Source: an optimization exercise on an open RTL-to-GDS flow (aim: small area, a short achievable clock period and few clock cycles). Production flows keep margins and buffers that such runs may drop. The RTL was checked by simulation tests, not by an equivalence proof against the original design. Power is estimated from default activity; no workload was simulated.

==> flow/design.v <==
package core_pkg;
	localparam int unsigned XLEN = 64;
	localparam int unsigned ILEN = 32;
	localparam int unsigned NUM_REGS = 31;
	typedef logic [XLEN-1:0] xlen_t;
	typedef logic [ILEN-1:0] instr_t;
	typedef logic [XLEN-3:0] pc_t;
	typedef logic [4:0]      reg_addr_t;
	typedef logic [3:0]      err_code_t;
	typedef logic [1:0]      mem_size_t;
	localparam err_code_t ERR_NONE  = 4'h0;
	localparam err_code_t ERR_UNDEF = 4'h1;
	localparam mem_size_t LDST_SIZE_64 = 2'b11;
	localparam instr_t INSTR_NOP = 32'hD503_201F;
	localparam instr_t ADD_IMM_MASK  = 32'hFF80_0000;
	localparam instr_t ADD_IMM_MATCH = 32'h9100_0000;
	localparam instr_t SUB_IMM_MASK  = 32'hFF80_0000;
	localparam instr_t SUB_IMM_MATCH = 32'hD100_0000;
	localparam instr_t LDR_MASK      = 32'hFFC0_0000;
	localparam instr_t LDR_MATCH     = 32'hF940_0000;
	localparam instr_t STR_MASK      = 32'hFFC0_0000;
	localparam instr_t STR_MATCH     = 32'hF900_0000;
	localparam reg_addr_t ZERO_REG = 5'd31;
	localparam int unsigned LDST_SCALE = 3;
	localparam int unsigned IMM_SHIFT  = 12;
endpackage
module register_file (
	input  logic                     clk,
	input  logic [30:0]              wr_sel,
	input  core_pkg::xlen_t          wr_data,
	input  logic [30:0]              rn_sel,
	input  logic [30:0]              rt_sel,
	output core_pkg::xlen_t          rn_value,
	output core_pkg::xlen_t          rt_value
);
	core_pkg::xlen_t regs [0:30];
	for (genvar k = 0; k < 31; k++) begin : g_reg
		always_ff @(posedge clk) begin
			if (wr_sel[k]) begin
				regs[k] <= wr_data;
			end
		end
	end
	always_comb begin
		rn_value = '0;
		rt_value = '0;
		for (int k = 0; k < 31; k++) begin
			rn_value = rn_value | ({64{rn_sel[k]}} & regs[k]);
			rt_value = rt_value | ({64{rt_sel[k]}} & regs[k]);
		end
	end
endmodule
module educore_lite (
	input  logic                clk,
	input  logic                nreset,
	input  logic                clk_en,
	input  core_pkg::instr_t    instruction_memory_v,
	input  core_pkg::xlen_t     data_memory_in_v,
	output core_pkg::err_code_t error_indicator,
	output core_pkg::xlen_t     instruction_memory_a,
	output logic                instruction_memory_en,
	output core_pkg::xlen_t     data_memory_a,
	output core_pkg::xlen_t     data_memory_out_v,
	output core_pkg::mem_size_t data_memory_s,
	output logic                data_memory_read,
	output logic                data_memory_write
);
	function automatic logic [30:0] onehot(input logic [4:0] r);
		onehot = 31'(1) << r;
	endfunction
	logic             started;
	logic             valid_q;
	logic             hold_q;
	logic             halted;
	logic             run;
	core_pkg::pc_t    pc;
	core_pkg::instr_t instr_q;
	core_pkg::instr_t instr;
	logic             is_add;
	logic             is_sub;
	logic             is_ldr;
	logic             is_str;
	logic             is_nop;
	logic             is_undef;
	logic [11:0]      imm12;
	logic [23:0]      imm24;
	core_pkg::xlen_t  rn_value;
	core_pkg::xlen_t  ex_base;
	logic [23:0]      ex_opb;
	logic             ex_sub;
	logic [4:0]       ex_rd;
	logic             ex_wr;
	logic             ex_ld;
	logic             ex_st;
	logic [64:0]      sum;
	core_pkg::xlen_t  rt_value;
	core_pkg::xlen_t  m_addr;
	core_pkg::xlen_t  m_data;
	logic [4:0]       m_rd;
	logic             m_wr;
	logic             m_ld;
	logic             m_st;
	core_pkg::xlen_t  w_res;
	logic [4:0]       w_rd;
	logic             w_wr;
	logic             w_ld;
	core_pkg::xlen_t  wr_data;
	logic [30:0]      wr_sel;
	assign run = clk_en && started && !halted;
	always_ff @(posedge clk or negedge nreset) begin
		if (!nreset) begin
			started <= 1'b0;
			valid_q <= 1'b0;
			hold_q  <= 1'b0;
			halted  <= 1'b0;
			pc      <= '0;
		end else begin
			started <= 1'b1;
			valid_q <= started;
			hold_q  <= !run;
			if (run) begin
				pc <= pc + core_pkg::pc_t'(1);
				if (is_undef) begin
					halted <= 1'b1;
				end
			end
		end
	end
	always_ff @(posedge clk) begin
		instr_q <= instr;
	end
	assign instr = hold_q ? instr_q :
		(valid_q ? instruction_memory_v : core_pkg::INSTR_NOP);
	assign instruction_memory_a  = {pc, 2'b00};
	assign instruction_memory_en = started;
	assign error_indicator       = halted ? core_pkg::ERR_UNDEF : core_pkg::ERR_NONE;
	assign is_add   = (instr & core_pkg::ADD_IMM_MASK) == core_pkg::ADD_IMM_MATCH;
	assign is_sub   = (instr & core_pkg::SUB_IMM_MASK) == core_pkg::SUB_IMM_MATCH;
	assign is_ldr   = (instr & core_pkg::LDR_MASK) == core_pkg::LDR_MATCH;
	assign is_str   = (instr & core_pkg::STR_MASK) == core_pkg::STR_MATCH;
	assign is_nop   = instr == core_pkg::INSTR_NOP;
	assign is_undef = !(is_add || is_sub || is_ldr || is_str || is_nop);
	assign imm12 = instr[21:10];
	always_comb begin
		if (is_ldr || is_str) begin
			imm24 = {9'd0, imm12, 3'd0};
		end else if (instr[22]) begin
			imm24 = {imm12, 12'd0};
		end else begin
			imm24 = {12'd0, imm12};
		end
	end
	always_ff @(posedge clk or negedge nreset) begin
		if (!nreset) begin
			ex_wr <= 1'b0;
			ex_ld <= 1'b0;
			ex_st <= 1'b0;
		end else if (run) begin
			ex_wr <= is_add || is_sub || is_ldr;
			ex_ld <= is_ldr;
			ex_st <= is_str;
		end
	end
	always_ff @(posedge clk) begin
		if (run) begin
			ex_base <= rn_value;
			ex_opb  <= imm24 ^ {24{is_sub}};
			ex_sub  <= is_sub;
			ex_rd   <= instr[4:0];
		end
	end
	assign sum = {ex_base, 1'b1} + {{40{ex_sub}}, ex_opb, ex_sub};
	always_ff @(posedge clk or negedge nreset) begin
		if (!nreset) begin
			m_wr <= 1'b0;
			m_ld <= 1'b0;
			m_st <= 1'b0;
		end else if (run) begin
			m_wr <= ex_wr;
			m_ld <= ex_ld;
			m_st <= ex_st;
		end
	end
	always_ff @(posedge clk) begin
		if (run) begin
			m_addr <= sum[64:1];
			m_data <= rt_value;
			m_rd   <= ex_rd;
		end
	end
	assign data_memory_a     = m_addr;
	assign data_memory_out_v = m_data;
	assign data_memory_s     = core_pkg::LDST_SIZE_64;
	assign data_memory_read  = m_ld;
	assign data_memory_write = m_st;
	always_ff @(posedge clk or negedge nreset) begin
		if (!nreset) begin
			w_wr <= 1'b0;
		end else begin
			w_wr <= m_wr;
		end
	end
	always_ff @(posedge clk) begin
		w_res <= m_addr;
		w_rd  <= m_rd;
		w_ld  <= m_ld;
	end
	assign wr_data = w_ld ? data_memory_in_v : w_res;
	assign wr_sel  = w_wr ? onehot(w_rd) : '0;
	register_file u_register_file (
		.clk      (clk),
		.wr_sel   (wr_sel),
		.wr_data  (wr_data),
		.rn_sel   (onehot(instr[9:5])),
		.rt_sel   (onehot(ex_rd)),
		.rn_value (rn_value),
		.rt_value (rt_value)
	);
endmodule
==> flow/run.sh <==
#!/bin/bash
# synth_recipe.tcl (not shown) runs the flow's synth.tcl, then flattens the netlist and writes it again
# the make line also repeats each setting of config.mk as NAME=value (left out here)
make -C /OpenROAD-flow-scripts/flow DESIGN_CONFIG=/design/flow/config.mk WORK_HOME=/design/flow/orfs CLKGATE_MAP_FILE= SYNTH_SCRIPT=/design/flow/synth_recipe.tcl finish
==> flow/config.mk <==
export PLATFORM = sky130hd
export DESIGN_NAME = educore_lite
export DESIGN_NICKNAME = educore_lite
export VERILOG_FILES = /design/flow/design.v
export SDC_FILE = /design/flow/constraint.sdc
export NUM_CORES = 4
export LEC_CHECK = 0
export CAP_MARGIN = 20
export CELL_PAD_IN_SITES_DETAIL_PLACEMENT = 1
export CELL_PAD_IN_SITES_GLOBAL_PLACEMENT = 2
export CORE_MARGIN = 2
export CORE_UTILIZATION = 28
export GPL_ROUTABILITY_DRIVEN = 1
export PLACE_DENSITY = 0.34
export SLEW_MARGIN = 20
==> flow/constraint.sdc <==
create_clock -name core_clock -period 7.5 [get_ports {clk}]
set_input_delay 1.5000 -clock core_clock [delete_from_list [all_inputs] [get_ports {clk}]]
set_output_delay 1.5000 -clock core_clock [all_outputs]
set_load 0.01 [all_outputs]
==> flow_summary.rst, run 1 <==
.. list-table::
   :header-rows: 1

   * - Metric
     - Value
   * - Critical-path maximum fanout
     - 28
   * - Met3 track demand over resource in global routing
     - 6.59%
   * - Sequential element share of the synthesized area
     - 71.6%
   * - Met1 track demand over resource in global routing
     - 49.9%
   * - Place WS
     - 1.86 ns
   * - Basic-gate share of the synthesized area counting and, or, nand and nor cells
     - 6.51%
   * - IO Pins
     - 300
   * - Floorplan row count
     - 217
   * - Synthesized area per cell
     - 15.2 um2
   * - Global placer's final weighted congestion
     - 0.824
   * - Fraction of final layout cells with drive strength greater than 1
     - 12.0%
   * - Number of enable flip-flop cells after synthesis
     - 2211
   * - Commonest non-fill, non-tap cells in the layout
     - 2211 x sky130_fd_sc_hd__edfxtp_1, 1159 x sky130_fd_sc_hd__a22oi_1, 304 x sky130_fd_sc_hd__clkbuf_16
   * - Setup Buffers After CTS
     - 0
   * - Status
     - complete, no violations
   * - Routed Antenna Nets
     - 0
   * - Global-route wire length before repair
     - 823000 um
   * - Max Fclk
     - 0.217 GHz
   * - Number of fillers in the final layout
     - 35600
   * - Endpoint class of the critical path
     - flop
   * - Count of hold buffers inserted by post-cts repair
     - 0
   * - Share of flip-flops with an asynchronous set or reset
     - 3.06%
   * - Synth unique cells
     - 80
   * - CTS max path bufs
     - 4
   * - Global Route met2 Usage
     - 53.6%
   * - Netlist area before placement
     - 98100 um2
   * - Slowest stage delay, CP
     - 0.90 ns
   * - Detailed-route wire length
     - 646000 um
   * - Endpoint required time on the critical path
     - 8.22 ns
   * - Adder-Cell Fraction of Synth Area
     - 0.836%
   * - Total global-route track usage
     - 35.3%
   * - Initial cell density of the core
     - 28.1%
   * - Via-per-instance ratio
     - 6.65
   * - Compound-cell area share of the yosys netlist
     - 17.0%
   * - Largest family of logic cells by synthesized area
     - compound AO/OA/AOI/OAI gates
   * - Worst vdd ir
     - 0.000182 V
   * - Die Height
     - 596 um
   * - RSZ-0062 raised after global routing
     - false
   * - Transition time at the pin with the least slew margin
     - 1.28 ns
   * - Residual overflow from global routing
     - 0
   * - Series of cell instances along the critical path
     - clkdlybuf4s50_1 -> nand3_1 -> o21ai_0 -> nand2_1 -> nor2_4 -> buf_12 -> a22oi_1 -> nand3_1 -> nor2_1 -> nand4_1
   * - Kind of path behind the tightest hold check
     - in2async
   * - Via count
     - 78100
   * - Iteration-0 DRC count of the detailed router
     - 14900
   * - Max-slew violation count
     - 0
   * - Most used DFF post-synth
     - sky130_fd_sc_hd__edfxtp_1
   * - Setup clock skew after layout
     - 0.0587 ns
   * - Combinational Power Share
     - 14.1%
   * - Maximum level of the CTS H-tree
     - 5
   * - Antenna violations before repair
     - 69
   * - Switching pwr
     - 9940 uW
   * - YS warnings
     - 3
   * - Part of the power in the clock network
     - 41.5%
   * - Final setup violation count
     - 0
   * - Internal power
     - 24500 uW
   * - Resize count post-CTS
     - 0
   * - Detailed placer's ending HPWL
     - 359000 um
   * - Synth Area in XOR/XNOR
     - 1.29%
   * - Multiplexer share of the synthesized area
     - 0.734%
   * - Largest net degree at the start of global routing
     - 73
   * - Number of remaining DRC errors
     - 0
   * - Multi-input combinational cell area
     - 26600 um2
   * - Final number of hold-violating endpoints
     - 0
   * - Commonest non-fill, non-tap cell in the layout
     - sky130_fd_sc_hd__edfxtp_1
   * - Worst Path Arrival
     - 5.33 ns
   * - Vias in the first global route
     - 75500
   * - Fin crit period
     - 4.61 ns
   * - Switching part of the total
     - 28.8%
   * - Relative slew slack
     - 14.7%
   * - Cells after Synth
     - 6470
   * - Power per standard cell area
     - 292 nW/um2
   * - CTS Sinks
     - 2386
   * - Number of maximum-capacitance constraint violations
     - 0
   * - Share of total power in sequential cells
     - 44.5%
   * - CTS Root Cell
     - sky130_fd_sc_hd__clkbuf_16
   * - Clock slew at reported path FFs
     - 0.06 ns
   * - Aggregate negative setup slack
     - 0 ns
   * - Category of the worst setup path launch point
     - input pin
   * - Count of nets after finishing
     - 7045
   * - Number of buffers created by CTS
     - 293
   * - Most Used Layer, Global Route
     - met2
   * - Clock latency of the later-clocked register in the worst-skew pair
     - 0.96 ns
   * - Number of iterations in the first detailed-routing pass
     - 9
   * - Cell type with the highest occurrence count on the critical path
     - sky130_fd_sc_hd__nand3_1
   * - Leakage
     - 0.0372 uW
   * - Sequential cell area in the final layout
     - 70300 um2
   * - Die width
     - 596 um
   * - CTS tree
     - built
   * - Final worst-path cycle share
     - 61.4%
   * - Die Area
     - 355000 um2
   * - Post-synthesis register bit count
     - 2386
   * - Wire length per cell after detailed routing
     - 55.0 um
   * - Worst path setup slack after routing
     - 2.89 ns
   * - Library cell contributing the largest single delay on the critical path
     - sky130_fd_sc_hd__nor2_4
   * - CP Class
     - in2reg
   * - Number of port buffers
     - 292
   * - Number of buffer and inverter instances along the worst setup path
     - 2
   * - Cell type group with the largest total delay on the critical path
     - simple AND/OR/NAND/NOR gates
   * - Standard cell core area
     - 349000 um2
   * - Area growth from synthesis to final layout
     - 20.3%
[area by class of cell]
| class | instances | area share, % |
|---|---|---|
| clock inverters | 139 | 1.02 |
| clock buffers | 390 | 6.83 |
| diodes | 38 | 0.0806 |
| multi-input cells | 3614 | 22.5 |
| inverters | 31 | 0.105 |
| repair buffers | 555 | 5.01 |
| flip-flops and latches | 2386 | 59.5 |
| well taps | 4599 | 4.88 |
[through the flow]
step,total power [uW],utilization [%],std cells,hold WS [ns],cell area (um2)
after floorplan,17600,-,6476,0.323,98100
after global placement,20300,31.1,11200,0.328,108000
after detailed placement,20300,31.1,11200,0.332,109000
after CTS,34500,33.8,11700,0.273,118000
after global routing,35200,33.8,11700,0.323,118000
final,34500,33.8,11800,0.338,118000
[kinds of logic after synthesis]
group | Yosys count
buffers and inverters | 476
AO/OA/AOI/OAI | 2121
XOR/XNOR | 145
adder cells (fa/ha/maj) | 65
flip-flops | 2386
other | 2
multiplexers | 64
AND/OR/NAND/NOR | 1211
[per-layer routing]
layer / up-vias / wire, um
li1: 28400 / -
met1: 42900 / 278000
met2: 5675 / 284000
met3: 1083 / 57900
met4: 28 / 26200
met5: - / 182
[state kept, by name, summed over array words and instances (netlist names), 5 cells and up]
| name | flops |
|---|---|
| m_addr | 64 |
| m_data | 64 |
| instr_q | 32 |
| ex_base | 64 |
| ex_rd | 5 |
| m_rd | 5 |
| w_rd | 5 |
| ex_opb | 24 |
| pc | 62 |
| u_register_file.regs | 1984 |
| w_res | 64 |
[power by group through the flow]
stage / registers (uW) / logic [uW] / clock network [uW]
final: 15300 / 4860 / 14300
after CTS: 15300 / 4730 / 14500
after global routing: 15300 / 4940 / 14900
after global placement: 15600 / 4700 / 0
after detailed placement: 15600 / 4710 / 0
after floorplan: 15400 / 2160 / 0
[final timing paths]
| path | start | end | slack, ns | depth (start not counted) |
|---|---|---|---|---|
| worst min register to register | m_rd[2] | w_rd[2] | 0.34 | 0 |
| worst max register to register | ex_base[14] | m_addr[57] | 2.96 | 10 |
| max in group asynchronous | nreset | pc[13] | 6.25 | 2 |
| worst min-delay path | nreset | pc[31] | 0.34 | 1 |
| min in group core_clock | m_rd[2] | w_rd[2] | 0.34 | 0 |
| worst max-delay path | instruction_memory_v[5] | ex_base[19] | 2.89 | 10 |
[cells in the mapped netlist, types with 7 or more instances]
cell                       number  share of area (%)
sky130_fd_sc_hd__o22a_1        12               0.11
sky130_fd_sc_hd__xnor2_1      105               0.94
sky130_fd_sc_hd__o21a_1         9              0.069
sky130_fd_sc_hd__a222oi_1     225                2.3
sky130_fd_sc_hd__inv_1         28               0.11
sky130_fd_sc_hd__o211ai_1       8              0.061
sky130_fd_sc_hd__a21o_1        26               0.20
sky130_fd_sc_hd__o31ai_1       10              0.077
sky130_fd_sc_hd__nand2b_1       8              0.051
sky130_fd_sc_hd__dfrtp_1       73                1.9
sky130_fd_sc_hd__and4_1        17               0.15
sky130_fd_sc_hd__edfxtp_1    2211                 68
sky130_fd_sc_hd__dfxtp_1      102                2.1
sky130_fd_sc_hd__nor3_1        14              0.071
sky130_fd_sc_hd__ha_1          64               0.82
sky130_fd_sc_hd__nand4_1      278                1.8
sky130_fd_sc_hd__buf_2        103               0.53
sky130_fd_sc_hd__nand3_1      295                1.5
sky130_fd_sc_hd__xor2_1        40               0.36
sky130_fd_sc_hd__or4_1         87               0.67
sky130_fd_sc_hd__clkbuf_1     308                1.2
sky130_fd_sc_hd__nor2_2         8              0.051
sky130_fd_sc_hd__a22o_1       219                2.0
sky130_fd_sc_hd__a21oi_1       93               0.47
sky130_fd_sc_hd__a22oi_1     1159                8.9
sky130_fd_sc_hd__nor2_1       161               0.62
sky130_fd_sc_hd__buf_4          9              0.069
sky130_fd_sc_hd__and2_1        11              0.070
sky130_fd_sc_hd__nand2_1      245               0.94
sky130_fd_sc_hd__buf_1         22              0.084
sky130_fd_sc_hd__or3_1         23               0.15
sky130_fd_sc_hd__and3_1        19               0.12
sky130_fd_sc_hd__nor2b_1       11              0.070
sky130_fd_sc_hd__a31oi_1       15              0.096
sky130_fd_sc_hd__a211oi_1       8              0.061
sky130_fd_sc_hd__nand3b_1      10              0.077
sky130_fd_sc_hd__o21bai_1       7              0.054
sky130_fd_sc_hd__a221oi_1     226                2.0
sky130_fd_sc_hd__o21ai_0       67               0.34
sky130_fd_sc_hd__mux2_2        64               0.73
Testbench counts, summed over its fixed seeds: cycles 8,704.
==> run 2, diff against run 1 <==
--- a/flow/design.v
+++ b/flow/design.v
@@ -81,18 +81,33 @@
 	logic             is_ldr;
 	logic             is_str;
 	logic             is_nop;
-	logic             is_undef;
-	logic [11:0]      imm12;
+	logic             ir_wr;
+	logic             ir_ld;
+	logic             ir_st;
+	logic             ir_undef;
+	logic             ir_sub;
+	logic             ir_ldst;
+	logic             ir_sh;
+	logic [11:0]      ir_imm12;
+	logic [30:0]      ir_rn_sel;
+	logic [4:0]       ir_rd;
 	logic [23:0]      imm24;
 	core_pkg::xlen_t  rn_value;
 	core_pkg::xlen_t  ex_base;
 	logic [23:0]      ex_opb;
 	logic             ex_sub;
+	logic             ex_sub_hi;
+	logic             ex_nsub_hi;
 	logic [4:0]       ex_rd;
+	logic [30:0]      ex_rt_sel;
 	logic             ex_wr;
 	logic             ex_ld;
 	logic             ex_st;
 	logic [64:0]      sum;
+	logic [25:0]      lo_sum;
+	logic [39:0]      hi_run;
+	logic [39:0]      hi_all;
+	logic             hi_flip;
 	core_pkg::xlen_t  rt_value;
 	core_pkg::xlen_t  m_addr;
 	core_pkg::xlen_t  m_data;
@@ -120,7 +135,7 @@
 			hold_q  <= !run;
 			if (run) begin
 				pc <= pc + core_pkg::pc_t'(1);
-				if (is_undef) begin
+				if (ir_undef) begin
 					halted <= 1'b1;
 				end
 			end
@@ -134,20 +149,41 @@
 	assign instruction_memory_a  = {pc, 2'b00};
 	assign instruction_memory_en = started;
 	assign error_indicator       = halted ? core_pkg::ERR_UNDEF : core_pkg::ERR_NONE;
-	assign is_add   = (instr & core_pkg::ADD_IMM_MASK) == core_pkg::ADD_IMM_MATCH;
-	assign is_sub   = (instr & core_pkg::SUB_IMM_MASK) == core_pkg::SUB_IMM_MATCH;
-	assign is_ldr   = (instr & core_pkg::LDR_MASK) == core_pkg::LDR_MATCH;
-	assign is_str   = (instr & core_pkg::STR_MASK) == core_pkg::STR_MATCH;
-	assign is_nop   = instr == core_pkg::INSTR_NOP;
-	assign is_undef = !(is_add || is_sub || is_ldr || is_str || is_nop);
-	assign imm12 = instr[21:10];
+	assign is_add = (instr & core_pkg::ADD_IMM_MASK) == core_pkg::ADD_IMM_MATCH;
+	assign is_sub = (instr & core_pkg::SUB_IMM_MASK) == core_pkg::SUB_IMM_MATCH;
+	assign is_ldr = (instr & core_pkg::LDR_MASK) == core_pkg::LDR_MATCH;
+	assign is_str = (instr & core_pkg::STR_MASK) == core_pkg::STR_MATCH;
+	assign is_nop = instr == core_pkg::INSTR_NOP;
+	always_ff @(posedge clk or negedge nreset) begin
+		if (!nreset) begin
+			ir_wr    <= 1'b0;
+			ir_ld    <= 1'b0;
+			ir_st    <= 1'b0;
+			ir_undef <= 1'b0;
+		end else if (run) begin
+			ir_wr    <= is_add || is_sub || is_ldr;
+			ir_ld    <= is_ldr;
+			ir_st    <= is_str;
+			ir_undef <= !(is_add || is_sub || is_ldr || is_str || is_nop);
+		end
+	end
+	always_ff @(posedge clk) begin
+		if (run) begin
+			ir_sub   <= is_sub;
+			ir_ldst  <= is_ldr || is_str;
+			ir_sh    <= instr[22];
+			ir_imm12 <= instr[21:10];
+			ir_rn_sel <= onehot(instr[9:5]);
+			ir_rd    <= instr[4:0];
+		end
+	end
 	always_comb begin
-		if (is_ldr || is_str) begin
-			imm24 = {9'd0, imm12, 3'd0};
-		end else if (instr[22]) begin
-			imm24 = {imm12, 12'd0};
+		if (ir_ldst) begin
+			imm24 = {9'd0, ir_imm12, 3'd0};
+		end else if (ir_sh) begin
+			imm24 = {ir_imm12, 12'd0};
 		end else begin
-			imm24 = {12'd0, imm12};
+			imm24 = {12'd0, ir_imm12};
 		end
 	end
 	always_ff @(posedge clk or negedge nreset) begin
@@ -156,20 +192,32 @@
 			ex_ld <= 1'b0;
 			ex_st <= 1'b0;
 		end else if (run) begin
-			ex_wr <= is_add || is_sub || is_ldr;
-			ex_ld <= is_ldr;
-			ex_st <= is_str;
+			ex_wr <= ir_wr;
+			ex_ld <= ir_ld;
+			ex_st <= ir_st;
 		end
 	end
 	always_ff @(posedge clk) begin
 		if (run) begin
 			ex_base <= rn_value;
-			ex_opb  <= imm24 ^ {24{is_sub}};
-			ex_sub  <= is_sub;
-			ex_rd   <= instr[4:0];
-		end
-	end
-	assign sum = {ex_base, 1'b1} + {{40{ex_sub}}, ex_opb, ex_sub};
+			ex_opb  <= imm24 ^ {24{ir_sub}};
+			ex_sub  <= ir_sub;
+			ex_sub_hi  <= ir_sub;
+			ex_nsub_hi <= !ir_sub;
+			ex_rd   <= ir_rd;
+			ex_rt_sel <= onehot(ir_rd);
+		end
+	end
+	assign lo_sum = {1'b0, ex_base[23:0], 1'b1} + {1'b0, ex_opb, ex_sub};
+	assign hi_run = ex_base[63:24] ^ {{20{!ex_nsub_hi}}, {20{ex_sub_hi}}};
+	always_comb begin
+		hi_all[0] = 1'b1;
+		for (int k = 1; k < 40; k++) begin
+			hi_all[k] = hi_all[k-1] & hi_run[k-1];
+		end
+	end
+	assign hi_flip = lo_sum[25] ^ ex_sub;
+	assign sum = {ex_base[63:24] ^ (hi_all & {40{hi_flip}}), lo_sum[24:0]};
 	always_ff @(posedge clk or negedge nreset) begin
 		if (!nreset) begin
 			m_wr <= 1'b0;
@@ -211,8 +259,8 @@
 		.clk      (clk),
 		.wr_sel   (wr_sel),
 		.wr_data  (wr_data),
-		.rn_sel   (onehot(instr[9:5])),
-		.rt_sel   (onehot(ex_rd)),
+		.rn_sel   (ir_rn_sel),
+		.rt_sel   (ex_rt_sel),
 		.rn_value (rn_value),
 		.rt_value (rt_value)
 	);
--- a/flow/config.mk
+++ b/flow/config.mk
@@ -9,7 +9,10 @@
 export CELL_PAD_IN_SITES_DETAIL_PLACEMENT = 1
 export CELL_PAD_IN_SITES_GLOBAL_PLACEMENT = 2
 export CORE_MARGIN = 2
-export CORE_UTILIZATION = 28
+export CORE_UTILIZATION = 50
+export CTS_CLUSTER_DIAMETER = 60
+export CTS_CLUSTER_SIZE = 24
 export GPL_ROUTABILITY_DRIVEN = 1
-export PLACE_DENSITY = 0.34
+export PLACE_DENSITY = 0.6
+export SETUP_SLACK_MARGIN = 4.45
 export SLEW_MARGIN = 20
==> run 2 against run 1 <==
Synthesized cell count fell by 0.88%. Clock-buffer cell count decreased by 203. Fmax rose by 43%. Sequential power hardly changed. Routed wire length down 24%. Worst hold slack improved by 0.011 ns. Sequential cell count rose by 87. Clock skew fell by 0.020 ns. Power down 25%. Global-route usage grew 12 points. Cell area is 4.0% lower. Clock power decreased by 27%. Largest cell class unchanged.
==> flow_summary.rst, run 2 <==
.. list-table::
   :header-rows: 1

   * - Metric
     - Value
   * - Leakage
     - 0.0358 uW (-3.6%)
   * - Post-route core utilization
     - 57.3% (+23 points)
   * - Max reg flops
     - 1984 (unchanged)
   * - Number of iterations in the first detailed-routing pass
     - 14 (+5)
   * - Status
     - complete, no violations
   * - Multi-input combinational cell area
     - 25400 um2 (-4.4%)
   * - Setup clock skew after layout
     - 0.0387 ns (-0.0200 ns)
   * - Final setup violation count
     - 0 (unchanged)
   * - Wire length per cell after detailed routing
     - 52.1 um (-5.3%)
   * - Vias in the first global route
     - 75800 (+0.40%)
   * - Fin crit period
     - 3.21 ns (-1.39 ns)
   * - Detailed-route wire length
     - 494000 um (-24%)
   * - Routed Antenna Nets
     - 0 (unchanged)
   * - Category of the worst setup path launch point
     - flop
   * - YS warnings
     - 3 (unchanged)
   * - CTS tree
     - built
   * - Initial cell density of the core
     - 50.4% (+22 points)
   * - Iteration-0 DRC count of the detailed router
     - 19900 (+34%)
   * - Clock slew at reported path FFs
     - 0.08 ns (+0.02 ns)
   * - Worst Path Arrival
     - 3.73 ns (-1.60 ns)
   * - Synthesized area per cell
     - 15.6 um2 (+2.6%)
   * - Max Fclk
     - 0.311 GHz (+43%)
   * - Transition time at the pin with the least slew margin
     - 1.29 ns (+0.00793 ns)
   * - Power per standard cell area
     - 229 nW/um2 (-22%)
   * - Synth unique cells
     - 69 (-14%)
   * - Endpoint class of the critical path
     - flop
   * - Kind of path behind the tightest hold check
     - reg2reg
   * - Clock latency of the later-clocked register in the worst-skew pair
     - 0.89 ns (-0.07 ns)
   * - Relative slew slack
     - 13.9% (-0.73 points)
   * - Global placer's final weighted congestion
     - 0.866 (+5.1%)
   * - Commonest non-fill, non-tap cells in the layout
     - 2294 x sky130_fd_sc_hd__edfxtp_1, 1291 x sky130_fd_sc_hd__a22oi_1, 439 x sky130_fd_sc_hd__nand3_1
   * - Standard cell core area
     - 198000 um2 (-43%)
   * - Most used DFF post-synth
     - sky130_fd_sc_hd__edfxtp_1
   * - Sequential cell area in the final layout
     - 72900 um2 (+3.7%)
   * - Total global-route track usage
     - 47.5% (+12 points)
   * - RSZ-0062 raised after global routing
     - true
   * - Aggregate negative setup slack
     - 0 ns (unchanged)
   * - Worst path setup slack after routing
     - 4.29 ns (+1.39 ns)
   * - Register with the highest flop count
     - u_register_file.regs
   * - Leading cell types by count after synthesis
     - 2294 x sky130_fd_sc_hd__edfxtp_1, 1292 x sky130_fd_sc_hd__a22oi_1, 440 x sky130_fd_sc_hd__nand3_1
   * - Count leader, synth
     - sky130_fd_sc_hd__edfxtp_1
   * - CP Class
     - reg2reg
   * - Final number of hold-violating endpoints
     - 0 (unchanged)
   * - Largest net degree at the start of global routing
     - 78 (+6.8%)
   * - Die Height
     - 451 um (-24%)
   * - CTS Sinks
     - 2473 (+3.6%)
   * - Number of maximum-capacitance constraint violations
     - 0 (unchanged)
   * - CTS Root Cell
     - sky130_fd_sc_hd__clkbuf_16
   * - Cells after Synth
     - 6413 (-0.88%)
   * - Area growth from synthesis to final layout
     - 13.6%
   * - Share of flip-flops with an asynchronous set or reset
     - 3.11% (+0.054 points)
   * - Commonest non-fill, non-tap cell in the layout
     - sky130_fd_sc_hd__edfxtp_1
   * - Antenna violations before repair
     - 31 (-55%)
   * - IO Pins
     - 300 (unchanged)
   * - Post-synthesis register bit count
     - 2473 (+3.6%)
   * - CTS max path bufs
     - 3 (-1)
   * - Detailed placer's ending HPWL
     - 229000 um (-36%)
   * - Worst vdd ir
     - 0.000267 V (+47%)
   * - Main area contributors after synthesis
     - sky130_fd_sc_hd__edfxtp_1 69%, sky130_fd_sc_hd__a22oi_1 9.7%, sky130_fd_sc_hd__a22o_1 2.4%
   * - Global-route wire length before repair
     - 658000 um (-20%)
   * - Maximum level of the CTS H-tree
     - 4 (-1)
   * - Via-per-instance ratio
     - 8.33 (+25%)
   * - Dominant cell type by area after synthesis
     - sky130_fd_sc_hd__edfxtp_1
   * - Number of fillers in the final layout
     - 18000 (-49%)
   * - Area fraction of the dominant cell type after synthesis
     - 69.0% (+1.4 points)
   * - Critical-path maximum fanout
     - 49 (+75%)
   * - Place WS
     - 2.15 ns (+0.282 ns)
   * - Endpoint required time on the critical path
     - 8.02 ns (-0.20 ns)
   * - Sequential element share of the synthesized area
     - 73.0% (+1.4 points)
   * - Floorplan row count
     - 163 (-25%)
   * - Via count
     - 79000 (+1.2%)
   * - Number of port buffers
     - 292 (unchanged)
   * - Number of remaining DRC errors
     - 0 (unchanged)
   * - Max-slew violation count
     - 0 (unchanged)
   * - Fraction of final layout cells with drive strength greater than 1
     - 13.2% (+1.3 points)
   * - Count of nets after finishing
     - 6811 (-3.3%)
   * - Residual overflow from global routing
     - 0 (unchanged)
   * - Final worst-path cycle share
     - 42.9% (-19 points)
   * - Netlist area before placement
     - 99800 um2 (+1.7%)
   * - Number of enable flip-flop cells after synthesis
     - 2294 (+3.8%)
   * - Die width
     - 451 um (-24%)
   * - Die Area
     - 203000 um2 (-43%)
   * - Number of buffers created by CTS
     - 171 (-42%)
[run 2: cell types whose count changed after synthesis, moves of 39 or more]
cell | before | now
sky130_fd_sc_hd__nand3_1 | 295 | 440
sky130_fd_sc_hd__ha_1 | 64 | 25
sky130_fd_sc_hd__buf_1 | 22 | 141
sky130_fd_sc_hd__a22o_1 | 219 | 272
sky130_fd_sc_hd__nand4_1 | 278 | 149
sky130_fd_sc_hd__o21ai_0 | 67 | 21
sky130_fd_sc_hd__edfxtp_1 | 2211 | 2294
sky130_fd_sc_hd__nand2_1 | 245 | 97
sky130_fd_sc_hd__a222oi_1 | 225 | 128
sky130_fd_sc_hd__buf_2 | 103 | 1
sky130_fd_sc_hd__or4_1 | 87 | 130
sky130_fd_sc_hd__a21oi_1 | 93 | 29
sky130_fd_sc_hd__a22oi_1 | 1159 | 1292
[run 2: logic make-up after synthesis]
logic type,synth area share [%]
flip-flops,73.0
buffers and inverters,1.97
adder cells (fa/ha/maj),0.334
AO/OA/AOI/OAI,16.7
other,0.00753
AND/OR/NAND/NOR,5.81
multiplexers,0.806
XOR/XNOR,1.37
[run 2: worst paths after layout]
check / startpoint / to / slack, ns / cells after the start
max: w_wr / u_register_file.regs[2][53] / 4.29 / 3
max reg2reg: w_wr / u_register_file.regs[2][53] / 4.29 / 3
min reg2reg: m_rd[3] / w_rd[3] / 0.35 / 0
min: m_rd[3] / w_rd[3] / 0.35 / 0
min in group asynchronous: nreset / pc[34] / 0.68 / 1
max in group asynchronous: nreset / pc[23] / 6.30 / 1
[run 2: worst max-delay path, cell delays in order (launching register included)]
cell                      delay (ns)
sky130_fd_sc_hd__dfrtp_1        0.41
sky130_fd_sc_hd__or3b_2         0.69
sky130_fd_sc_hd__nor2_4         1.02
sky130_fd_sc_hd__buf_12         0.61
[run 2: final cells by class]
| type | instances | share of cell area (%) |
|---|---|---|
| Tap cell | 2640 | 2.92 |
| Antenna cell | 17 | 0.0375 |
| Timing Repair inverter | 2 | 0.0155 |
| Multi-Input combinational cell | 3431 | 22.5 |
| Inverter | 28 | 0.123 |
| Clock inverter | 133 | 1.34 |
| Timing Repair Buffer | 579 | 4.82 |
| Clock buffer | 187 | 3.97 |
| Sequential cell | 2473 | 64.3 |
[run 2: what timing repair did]
action / CTS / global route
hold buffers: 0 / 0
pin swaps: 13 / 16
endpoints found under the setup margin: 962 / 179
gates cloned: 4 / 0
setup buffers: 115 / 19
gates resized for setup: 675 / 59
[run 2: per-stage QoR]
stage | power (uW) | instances | hold slack [ns] | cell area, um2
2_1_floorplan | 15600 | 6419 | 0.323 | 99900
3_3_place_gp | 15800 | 9014 | 0.328 | 106000
3_5_place_dp | 15800 | 9015 | 0.331 | 106000
4_1_cts | 25900 | 9454 | 0.350 | 113000
5_1_grt | 26400 | 9474 | 0.358 | 113000
6_report | 25900 | 9490 | 0.350 | 113000
[run 2: routing by layer]
layer	part of all wire (%)	global-route usage, %	vias to the layer above
li1	-	-	27800
met1	34	63.4	40000
met2	42	68.0	8973
met3	16	14.5	2266
met4	7.8	29.4	24
met5	0.048	0.189	-
[run 2: report_power, final]
group / switching [uW] / total, uW / internal (uW)
clock network: 5500 / 10400 / 4930
registers: 43.3 / 15000 / 15000
logic: 302 / 491 / 189
total: 5850 / 25900 / 20100
Testbench counts of run 2, summed over its fixed seeds: cycles 8,736.
==> run 3, diff against run 2 <==
--- a/flow/config.mk
+++ b/flow/config.mk
@@ -9,10 +9,10 @@
 export CELL_PAD_IN_SITES_DETAIL_PLACEMENT = 1
 export CELL_PAD_IN_SITES_GLOBAL_PLACEMENT = 2
 export CORE_MARGIN = 2
-export CORE_UTILIZATION = 50
+export CORE_UTILIZATION = 45
 export CTS_CLUSTER_DIAMETER = 60
 export CTS_CLUSTER_SIZE = 24
 export GPL_ROUTABILITY_DRIVEN = 1
-export PLACE_DENSITY = 0.6
+export PLACE_DENSITY = 0.55
 export SETUP_SLACK_MARGIN = 4.45
 export SLEW_MARGIN = 20
==> run 3 against run 2 <==
Clock skew rose by 0.0017 ns. Non-clock buffer count increased by 59. Via count is 0.66% lower. Utilization down 5.1 points. Highest routed layer unchanged.
==> flow_summary.rst, run 3 <==
.. list-table::
   :header-rows: 1

   * - Metric
     - Value
   * - Register with the highest flop count
     - u_register_file.regs
   * - Final worst-path cycle share
     - 42.0% (-0.82 points)
   * - Power per standard cell area
     - 231 nW/um2 (+0.80%)
   * - Commonest non-fill, non-tap cells in the layout
     - 2294 x sky130_fd_sc_hd__edfxtp_1, 1291 x sky130_fd_sc_hd__a22oi_1, 438 x sky130_fd_sc_hd__nand3_1
   * - Count of nets after finishing
     - 6880 (+1.0%)
   * - Detailed placer's ending HPWL
     - 248000 um (+8.2%)
   * - Category of the worst setup path launch point
     - flop
   * - Final setup violation count
     - 0 (unchanged)
   * - Setup clock skew after layout
     - 0.0404 ns (+0.00171 ns)
   * - Relative slew slack
     - 20.5% (+6.5 points)
   * - IO Pins
     - 300 (unchanged)
   * - Die Height
     - 475 um (+5.4%)
   * - Critical-path maximum fanout
     - 3 (-94%)
   * - Post-synthesis register bit count
     - 2473 (unchanged)
   * - Post-route cell area
     - 115000 um2 (+1.3%)
   * - Area fraction of the dominant cell type after synthesis
     - 69.0% (unchanged)
   * - Dominant cell type by area after synthesis
     - sky130_fd_sc_hd__edfxtp_1
   * - Number of port buffers
     - 292 (unchanged)
   * - Detailed-route wire length
     - 511000 um (+3.3%)
   * - Largest net degree at the start of global routing
     - 78 (unchanged)
   * - Initial cell density of the core
     - 45.4% (-5.1 points)
   * - Fin crit period
     - 3.15 ns (-0.0617 ns)
   * - YS warnings
     - 3 (unchanged)
   * - Cells after Synth
     - 6413 (unchanged)
   * - Most used DFF post-synth
     - sky130_fd_sc_hd__edfxtp_1
   * - Aggregate negative setup slack
     - 0 ns (unchanged)
   * - Area growth from synthesis to final layout
     - 15.0%
   * - Netlist area before placement
     - 99800 um2 (unchanged)
   * - CTS tree
     - built
   * - Die width
     - 475 um (+5.4%)
   * - Main area contributors after synthesis
     - sky130_fd_sc_hd__edfxtp_1 69%, sky130_fd_sc_hd__a22oi_1 9.7%, sky130_fd_sc_hd__a22o_1 2.4%
   * - Final number of hold-violating endpoints
     - 0 (unchanged)
   * - Status
     - complete, no violations
   * - Fraction of final layout cells with drive strength greater than 1
     - 13.6% (+0.40 points)
   * - Count of hold buffers inserted by post-cts repair
     - 0 (unchanged)
   * - Number of iterations in the first detailed-routing pass
     - 10 (-4)
   * - Max-slew violation count
     - 0 (unchanged)
   * - Endpoint required time on the critical path
     - 8.10 ns (+0.08 ns)
   * - CP Class
     - reg2reg
   * - Count leader, synth
     - sky130_fd_sc_hd__edfxtp_1
   * - Max Fclk
     - 0.317 GHz (+2.0%)
   * - Place WS
     - 2.12 ns (-0.0237 ns)
   * - Vias in the first global route
     - 75200 (-0.77%)
   * - Iteration-0 DRC count of the detailed router
     - 19300 (-3.1%)
   * - Kind of path behind the tightest hold check
     - reg2reg
   * - Synth unique cells
     - 69 (unchanged)
   * - Floorplan row count
     - 172 (+5.5%)
   * - Sequential element share of the synthesized area
     - 73.0% (unchanged)
   * - Commonest non-fill, non-tap cell in the layout
     - sky130_fd_sc_hd__edfxtp_1
   * - Via-per-instance ratio
     - 7.94 (-4.7%)
   * - Via count
     - 78500 (-0.66%)
   * - Synthesized area per cell
     - 15.6 um2 (unchanged)
   * - Endpoint class of the critical path
     - flop
   * - Leakage
     - 0.0364 uW (+1.6%)
   * - CTS max path bufs
     - 3 (unchanged)
   * - Number of enable flip-flop cells after synthesis
     - 2294 (unchanged)
   * - Clock latency of the later-clocked register in the worst-skew pair
     - 0.87 ns (-0.02 ns)
   * - Cell area reported after detailed placement
     - 107000 um2 (+0.51%)
   * - Global placer's final weighted congestion
     - 0.864 (-0.21%)
   * - CTS Root Cell
     - sky130_fd_sc_hd__clkbuf_16
   * - Placed cell count
     - 9370 (+3.9%)
   * - Routed Antenna Nets
     - 0 (unchanged)
   * - Number of buffers created by CTS
     - 180 (+5.3%)
   * - Share of flip-flops with an asynchronous set or reset
     - 3.11% (unchanged)
   * - Register-to-register setup slack
     - 4.35 ns (+0.06 ns)
   * - Wire length per cell after detailed routing
     - 51.6 um (-0.83%)
   * - Worst Path Arrival
     - 3.76 ns (+0.03 ns)
   * - Worst vdd ir
     - 0.000223 V (-17%)
   * - Standard cell core area
     - 220000 um2 (+11%)
   * - Leading cell types by count after synthesis
     - 2294 x sky130_fd_sc_hd__edfxtp_1, 1292 x sky130_fd_sc_hd__a22oi_1, 440 x sky130_fd_sc_hd__nand3_1
   * - RSZ-0062 raised after global routing
     - true
   * - Maximum level of the CTS H-tree
     - 4 (unchanged)
   * - Residual overflow from global routing
     - 0 (unchanged)
   * - CTS Sinks
     - 2473 (unchanged)
   * - Total global-route track usage
     - 44.2% (-3.2 points)
   * - Transition time at the pin with the least slew margin
     - 1.19 ns (-0.0950 ns)
   * - Worst path setup slack after routing
     - 4.35 ns (+0.0617 ns)
   * - Clock slew at reported path FFs
     - 0.09 ns (about the same)
   * - Global-route wire length before repair
     - 674000 um (+2.3%)
   * - Antenna violations before repair
     - 40 (+29%)
   * - Number of remaining DRC errors
     - 0 (unchanged)
   * - Number of maximum-capacitance constraint violations
     - 0 (unchanged)
   * - Die Area
     - 225000 um2 (+11%)
   * - Final non-filler cell total
     - 9889 (+4.2%)
   * - Max reg flops
     - 1984 (unchanged)
[run 3: cell count changes in the layout (fill, tap and decap cells not counted), moves of 5 or more]
cell	change
sky130_fd_sc_hd__clkinv_8	+15
sky130_fd_sc_hd__clkbuf_16	+9
sky130_fd_sc_hd__buf_2	-15
sky130_fd_sc_hd__clkbuf_2	-7
sky130_fd_sc_hd__clkinvlp_4	-12
sky130_fd_sc_hd__buf_4	+57
sky130_fd_sc_hd__clkdlybuf4s15_1	+40
sky130_fd_sc_hd__diode_2	+5
sky130_fd_sc_hd__clkdlybuf4s15_2	-12
sky130_fd_sc_hd__inv_8	+7
sky130_fd_sc_hd__buf_6	-5
[run 3: power breakdown]
part	switching (uW)	internal (uW)	total [uW]
logic	305	189	494
registers	43.5	15000	15000
clock network	5780	5190	11000
total	6120	20300	26500
[run 3: cells by family (layout without fill, tap and decap cells)]
family	after synthesis	in the layout	share of synthesized area (%)
compound gates	2097	2097	16.7
xor+xnor	156	156	1.37
fa+ha+maj	26	26	0.334
buf+inv	515	1004	1.97
flops	2473	2473	73.0
mux	72	72	0.806
other cells	2	30	0.00753
simple gates	1072	1073	5.81
[run 3: through the flow]
step	total power [uW]	hold WS [ns]	util, %
detailed placement	15800	0.330	48.6
floorplan	15600	0.323	-
global route	27000	0.330	52.1
finish	26500	0.345	52.2
CTS	26400	0.336	52.0
global placement	15800	0.344	48.6
[run 3: layout make-up]
| type | count | area, um2 |
|---|---|---|
| Timing Repair inverter | 2 | 17.5 |
| Sequential cell | 2473 | 72900 |
| Fill cell | 20500 | 105000 |
| Tap cell | 2958 | 3700 |
| Antenna cell | 22 | 55.1 |
| Timing Repair Buffer | 638 | 5990 |
| Clock inverter | 142 | 1750 |
| Multi-Input combinational cell | 3432 | 25500 |
| Inverter | 28 | 139 |
| Clock buffer | 194 | 4710 |
[run 3: path summary, 6_finish.rpt]
path,startpoint,to,cells after the start
worst max-delay path,ex_base[50],m_addr[63],7
worst min-delay path,m_rd[1],w_rd[1],0
worst max register to register,ex_base[50],m_addr[63],7
worst min register to register,m_rd[1],w_rd[1],0
max in group asynchronous,nreset,pc[36],1
min in group asynchronous,nreset,ir_undef,1
[run 3: what timing repair did]
action	4_1_cts	5_1_grt
resized for setup	608	82
setup buffers	131	23
hold endpoints to repair	0	0
pin swaps	21	20
cloned	7	0
setup endpoints to repair	1290	292
[run 3: metal layers]
| layer | routed length, um | vias to the layer above | GRT usage [%] | share of wire [%] |
|---|---|---|---|---|
| met5 | 479 | - | 0.195 | 0.094 |
| met4 | 33600 | 32 | 23.3 | 6.6 |
| met3 | 80100 | 1963 | 13.3 | 16 |
| met2 | 215000 | 8354 | 63.9 | 42 |
| met1 | 181000 | 40200 | 60.1 | 35 |
| li1 | - | 27900 | - | - |
[run 3: worst max-delay path, stage by stage, from the launching register on]
cell	delay (ns)
sky130_fd_sc_hd__edfxtp_1	0.58
sky130_fd_sc_hd__or3_4	0.45
sky130_fd_sc_hd__or3_4	0.35
sky130_fd_sc_hd__o21ai_4	0.07
sky130_fd_sc_hd__nand4_1	0.44
sky130_fd_sc_hd__or4b_4	0.69
sky130_fd_sc_hd__a221oi_2	0.22
sky130_fd_sc_hd__xor2_1	0.10
==> run 4, diff against run 3 <==
==> flow/flow/run.sh (new file) <==
#!/bin/bash
# The standard layout (the standard.sh, every step unchanged), except
# that the buffers placed on the ports are sky130_fd_sc_hd__buf_2 cells in
# place of the delay-buffer cells buffer_ports picks by default. Every input
# and output port still gets its own buffer; repair may resize them later.
set -euo pipefail
export BUFFER_PORTS_ARGS="-buffer_cell sky130_fd_sc_hd__buf_2"
bash standard.sh > standard_flow.log 2>&1
==> flow/standard.sh (new file) <==
#!/bin/bash
# synth_recipe.tcl (not shown) runs the flow's synth.tcl, then flattens the netlist and writes it again
# the make line also repeats each setting of config.mk as NAME=value (left out here)
make -C /OpenROAD-flow-scripts/flow DESIGN_CONFIG=/design/flow/config.mk WORK_HOME=/design/flow/orfs CLKGATE_MAP_FILE= SYNTH_SCRIPT=/design/flow/synth_recipe.tcl "${@:-finish}"
--- a/flow/config.mk
+++ b/flow/config.mk
@@ -9,10 +9,10 @@
 export CELL_PAD_IN_SITES_DETAIL_PLACEMENT = 1
 export CELL_PAD_IN_SITES_GLOBAL_PLACEMENT = 2
 export CORE_MARGIN = 2
-export CORE_UTILIZATION = 45
+export CORE_UTILIZATION = 50
 export CTS_CLUSTER_DIAMETER = 60
 export CTS_CLUSTER_SIZE = 24
 export GPL_ROUTABILITY_DRIVEN = 1
-export PLACE_DENSITY = 0.55
+export PLACE_DENSITY = 0.6
 export SETUP_SLACK_MARGIN = 4.45
 export SLEW_MARGIN = 20
removed: flow/run.sh
==> run 4 against run 3 <==
Still clean on timing, DRC and antenna. Via count increased by 0.70%. Register-to-register slack lost 0.06 ns. Power fell by 0.69%. Clock-buffer cell count is 4 lower. Global-route usage grew 3.7 points. Worst hold slack better by 0.029 ns. Critical path type is now reg2out. Largest cell class unchanged. Cell area fell by 1.9%. Cell count is 4.2% lower. Combinational power down 5.9%.
==> flow_summary.rst, run 4 <==
.. list-table::
   :header-rows: 1

   * - Metric
     - Value
   * - Synth Area in XOR/XNOR
     - 1.37% (unchanged)
   * - Basic-gate share of the synthesized area counting and, or, nand and nor cells
     - 5.81% (unchanged)
   * - Worst vdd ir
     - 0.000261 V (+17%)
   * - Detailed placer's ending HPWL
     - 243000 um (-2.2%)
   * - Max reg flops
     - 1984 (unchanged)
   * - Commonest non-fill, non-tap cells in the layout
     - 2294 x sky130_fd_sc_hd__edfxtp_1, 1291 x sky130_fd_sc_hd__a22oi_1, 438 x sky130_fd_sc_hd__nand3_1
   * - Number of buffers created by CTS
     - 179 (-0.56%)
   * - Fraction of final layout cells with drive strength greater than 1
     - 15.1% (+1.4 points)
   * - IO Pins
     - 300 (unchanged)
   * - Die width
     - 451 um (-5.1%)
   * - Number of port buffers
     - 292 (unchanged)
   * - Die Height
     - 451 um (-5.1%)
   * - Max Fclk
     - 0.309 GHz (-2.5%)
   * - Synthesized area per cell
     - 15.6 um2 (unchanged)
   * - Die Area
     - 203000 um2 (-9.9%)
   * - Maximum level of the CTS H-tree
     - 4 (unchanged)
   * - CTS tree
     - built
   * - Aggregate negative setup slack
     - 0 ns (unchanged)
   * - Fin crit period
     - 3.23 ns (+0.0812 ns)
   * - Part of the power in the clock network
     - 41.1% (-0.3 points)
   * - Switching pwr
     - 6060 uW (-0.97%)
   * - Share of total power in sequential cells
     - 57.1% (+0.4 points)
   * - Compound-cell area share of the yosys netlist
     - 16.7% (unchanged)
   * - Via-per-instance ratio
     - 8.35 (+5.1%)
   * - Critical-path maximum fanout
     - 1 (-2)
   * - Relative slew slack
     - 16.4% (-4.0 points)
   * - Met3 track demand over resource in global routing
     - 16.1% (+2.8 points)
   * - Number of enable flip-flop cells after synthesis
     - 2294 (unchanged)
   * - Commonest non-fill, non-tap cell in the layout
     - sky130_fd_sc_hd__edfxtp_1
   * - Combinational Power Share
     - 1.8% (about the same)
   * - Cell type group with the largest total delay on the critical path
     - flip-flops
   * - Via count
     - 79100 (+0.70%)
   * - Dominant cell type by area after synthesis
     - sky130_fd_sc_hd__edfxtp_1
   * - Global-route wire length before repair
     - 661000 um (-1.9%)
   * - Iteration-0 DRC count of the detailed router
     - 20200 (+4.6%)
   * - Endpoint class of the critical path
     - output pin
   * - Met1 track demand over resource in global routing
     - 64.0% (+3.9 points)
   * - Leakage
     - 0.0359 uW (-1.5%)
   * - Final setup violation count
     - 0 (unchanged)
   * - Largest net degree at the start of global routing
     - 124 (+59%)
   * - Transition time at the pin with the least slew margin
     - 1.25 ns (+0.0604 ns)
   * - Number of remaining DRC errors
     - 0 (unchanged)
   * - YS warnings
     - 3 (unchanged)
   * - Clock slew at reported path FFs
     - 0.09 ns (about the same)
   * - Post-synthesis register bit count
     - 2473 (unchanged)
   * - Area fraction of the dominant cell type after synthesis
     - 69.0% (unchanged)
   * - Area growth from synthesis to final layout
     - 12.8%
   * - Switching part of the total
     - 23.1% (-0.066 points)
   * - Number of maximum-capacitance constraint violations
     - 0 (unchanged)
   * - Internal power
     - 20200 uW (-0.60%)
   * - Power per standard cell area
     - 234 nW/um2 (+1.2%)
   * - Post-route cell area
     - 113000 um2 (-1.9%)
   * - Wire length per cell after detailed routing
     - 52.9 um (+2.5%)
   * - Synth unique cells
     - 69 (unchanged)
   * - Global Route met2 Usage
     - 67.9% (+4.0 points)
   * - Detailed-route wire length
     - 501000 um (-1.8%)
   * - Cell area reported after detailed placement
     - 105000 um2 (-1.7%)
   * - Final number of hold-violating endpoints
     - 0 (unchanged)
   * - Floorplan row count
     - 163 (-5.2%)
   * - Multiplexer share of the synthesized area
     - 0.806% (unchanged)
   * - CP Class
     - reg2out
   * - Leading cell types by count after synthesis
     - 2294 x sky130_fd_sc_hd__edfxtp_1, 1292 x sky130_fd_sc_hd__a22oi_1, 440 x sky130_fd_sc_hd__nand3_1
   * - Register with the highest flop count
     - u_register_file.regs
   * - Cells after Synth
     - 6413 (unchanged)
   * - Post-layout power
     - 26300 uW (-0.69%)
   * - Kind of path behind the tightest hold check
     - reg2reg
   * - Standard cell core area
     - 198000 um2 (-10%)
   * - Status
     - complete, no violations
   * - Count leader, synth
     - sky130_fd_sc_hd__edfxtp_1
   * - Sequential element share of the synthesized area
     - 73.0% (unchanged)
   * - Clock latency of the later-clocked register in the worst-skew pair
     - 0.90 ns (+0.03 ns)
   * - Global placer's final weighted congestion
     - 0.890 (+2.9%)
   * - Count of nets after finishing
     - 6788 (-1.3%)
   * - Library cell contributing the largest single delay on the critical path
     - sky130_fd_sc_hd__edfxtp_1
   * - Most Used Layer, Global Route
     - met2
   * - Setup clock skew after layout
     - 0.0500 ns (+0.00955 ns)
   * - Antenna violations before repair
     - 35 (-13%)
   * - Adder-Cell Fraction of Synth Area
     - 0.334% (unchanged)
   * - CTS Root Cell
     - sky130_fd_sc_hd__clkbuf_16
   * - Main area contributors after synthesis
     - sky130_fd_sc_hd__edfxtp_1 69%, sky130_fd_sc_hd__a22oi_1 9.7%, sky130_fd_sc_hd__a22o_1 2.4%
   * - Max-slew violation count
     - 0 (unchanged)
   * - Total global-route track usage
     - 48.0% (+3.7 points)
   * - Final worst-path cycle share
     - 43.1% (+1.1 points)
   * - Count of hold buffers inserted by post-cts repair
     - 0 (unchanged)
   * - Largest family of logic cells by synthesized area
     - compound AO/OA/AOI/OAI gates
   * - Vias in the first global route
     - 75200 (-0.089%)
   * - CTS Sinks
     - 2473 (unchanged)
   * - Netlist area before placement
     - 99800 um2 (unchanged)
   * - Share of flip-flops with an asynchronous set or reset
     - 3.11% (unchanged)
   * - Residual overflow from global routing
     - 0 (unchanged)
   * - RSZ-0062 raised after global routing
     - true
   * - Worst Path Arrival
     - 1.73 ns (-2.03 ns)
   * - Number of buffer and inverter instances along the worst setup path
     - 1 (+1)
   * - Number of iterations in the first detailed-routing pass
     - 10 (unchanged)
   * - Endpoint required time on the critical path
     - 6.00 ns (-2.10 ns)
   * - Most used DFF post-synth
     - sky130_fd_sc_hd__edfxtp_1
   * - Initial cell density of the core
     - 50.4% (+5.1 points)
   * - Post-route core utilization
     - 56.9% (+4.7 points)
   * - CTS max path bufs
     - 3 (unchanged)
   * - Slowest stage delay, CP
     - 0.63 ns (-0.06 ns)
   * - Series of cell instances along the critical path
     - buf_2
   * - Category of the worst setup path launch point
     - flop
   * - Routed Antenna Nets
     - 0 (unchanged)
-- run 4: cell counts after synthesis --
No cell type changed its count.
-- run 4: metrics by stage --
| step | setup WS, ns | hold slack (ns) | std cells |
|---|---|---|---|
| global placement | 2.21 | 0.357 | 9040 |
| floorplan | 3.40 | 0.323 | 6419 |
| finish | 4.27 | 0.374 | 9472 |
| detailed placement | 2.12 | 0.356 | 9044 |
| global route | 4.30 | 0.387 | 9461 |
| CTS | 4.27 | 0.377 | 9442 |
-- run 4: area by class of cell --
class,count,area [um2]
repair inverters,1,8.76
diodes,13,32.5
repair buffers,548,4380
fillers,18000,85300
multi-input cells,3432,25400
flip-flops and latches,2473,72900
clock inverters,147,1820
inverters,28,139
well taps,2640,3300
clock buffers,190,4600
-- run 4: path summary, 6_finish.rpt --
path | cells after the start | start | slack, ns | end
hold reg to reg | 0 | m_addr[14] | 0.37 | w_res[14]
setup reg to reg | 3 | w_wr | 4.29 | u_register_file.regs[5][56]
hold / removal | 0 | m_addr[14] | 0.37 | w_res[14]
max in group asynchronous | 1 | nreset | 6.28 | pc[36]
min in group asynchronous | 1 | nreset | 0.68 | pc[16]
setup / recovery | 1 | m_data[6] | 4.27 | data_memory_out_v[6]
-- run 4: cell families (layout without fill, tap and decap cells) --
family / Yosys count / after routing
AOI/OAI and AO/OA: 2097 / 2097
and+or+nand+nor: 1072 / 1073
DFF: 2473 / 2473
buffers and inverters: 515 / 914
xor gates and xnor gates: 156 / 156
adders and majority gates: 26 / 26
muxes: 72 / 72
other: 2 / 21
-- run 4: what timing repair did --
action,CTS,global route
buffers inserted,58,16
pin swaps,16,7
endpoints found under the setup margin,887,164
cloned,3,1
resized for setup,70,25
-- run 4: power groups by stage --
stage                     Sequential [uW]  Combinational (uW)  Clock [uW]
final                               15000                 465       10800
after global routing                15000                 487       11200
after CTS                           15000                 453       10800
after detailed placement            15300                 446           0
after global placement              15300                 441           0
after floorplan                     15300                 251           0
-- run 4: routing by layer --
metal | vias up | share of wire, %
met4 | 22 | 7.9
met1 | 40000 | 34
li1 | 27700 | -
met5 | - | 0.030
met2 | 8969 | 41
met3 | 2336 | 17

-- afterwards: timing with drivers on the ports --
In the flow no input, the clock included, has a driving cell. The finished layouts below were timed again as built, in two steps.
Step 1 sets driving cells, clkbuf_16 on the clock port and buf_2 on the other inputs (assumed; they add their load-dependent delay and slew).
Step 2 times the ports against the registers' clock, not the clock port: input delays grow and output delays shrink by t, the midpoint of the rising clock arrivals with the driver on.
Slacks: ideal / step 1 / step 2; pairs: ideal / step 1.
| run | t, ns | slack for setup (ns) | cell pins on the clock port's net |
|---|---|---|---|
| run 1 | 1.043 | 2.894 / 2.963 / 1.934 | 1 |
| run 2 | 0.966 | 4.286 / 4.259 / 3.642 | 1 |
| run 3 | 0.945 | 4.348 / 4.280 / 3.810 | 1 |
| run 4 | 0.971 | 4.267 / 4.171 / 3.745 | 1 |
After both steps setup and hold are still met in every run listed. The setup slack of run 1, which loses most, moves by +0.069 ns with the drivers and by -0.960 ns with both steps.
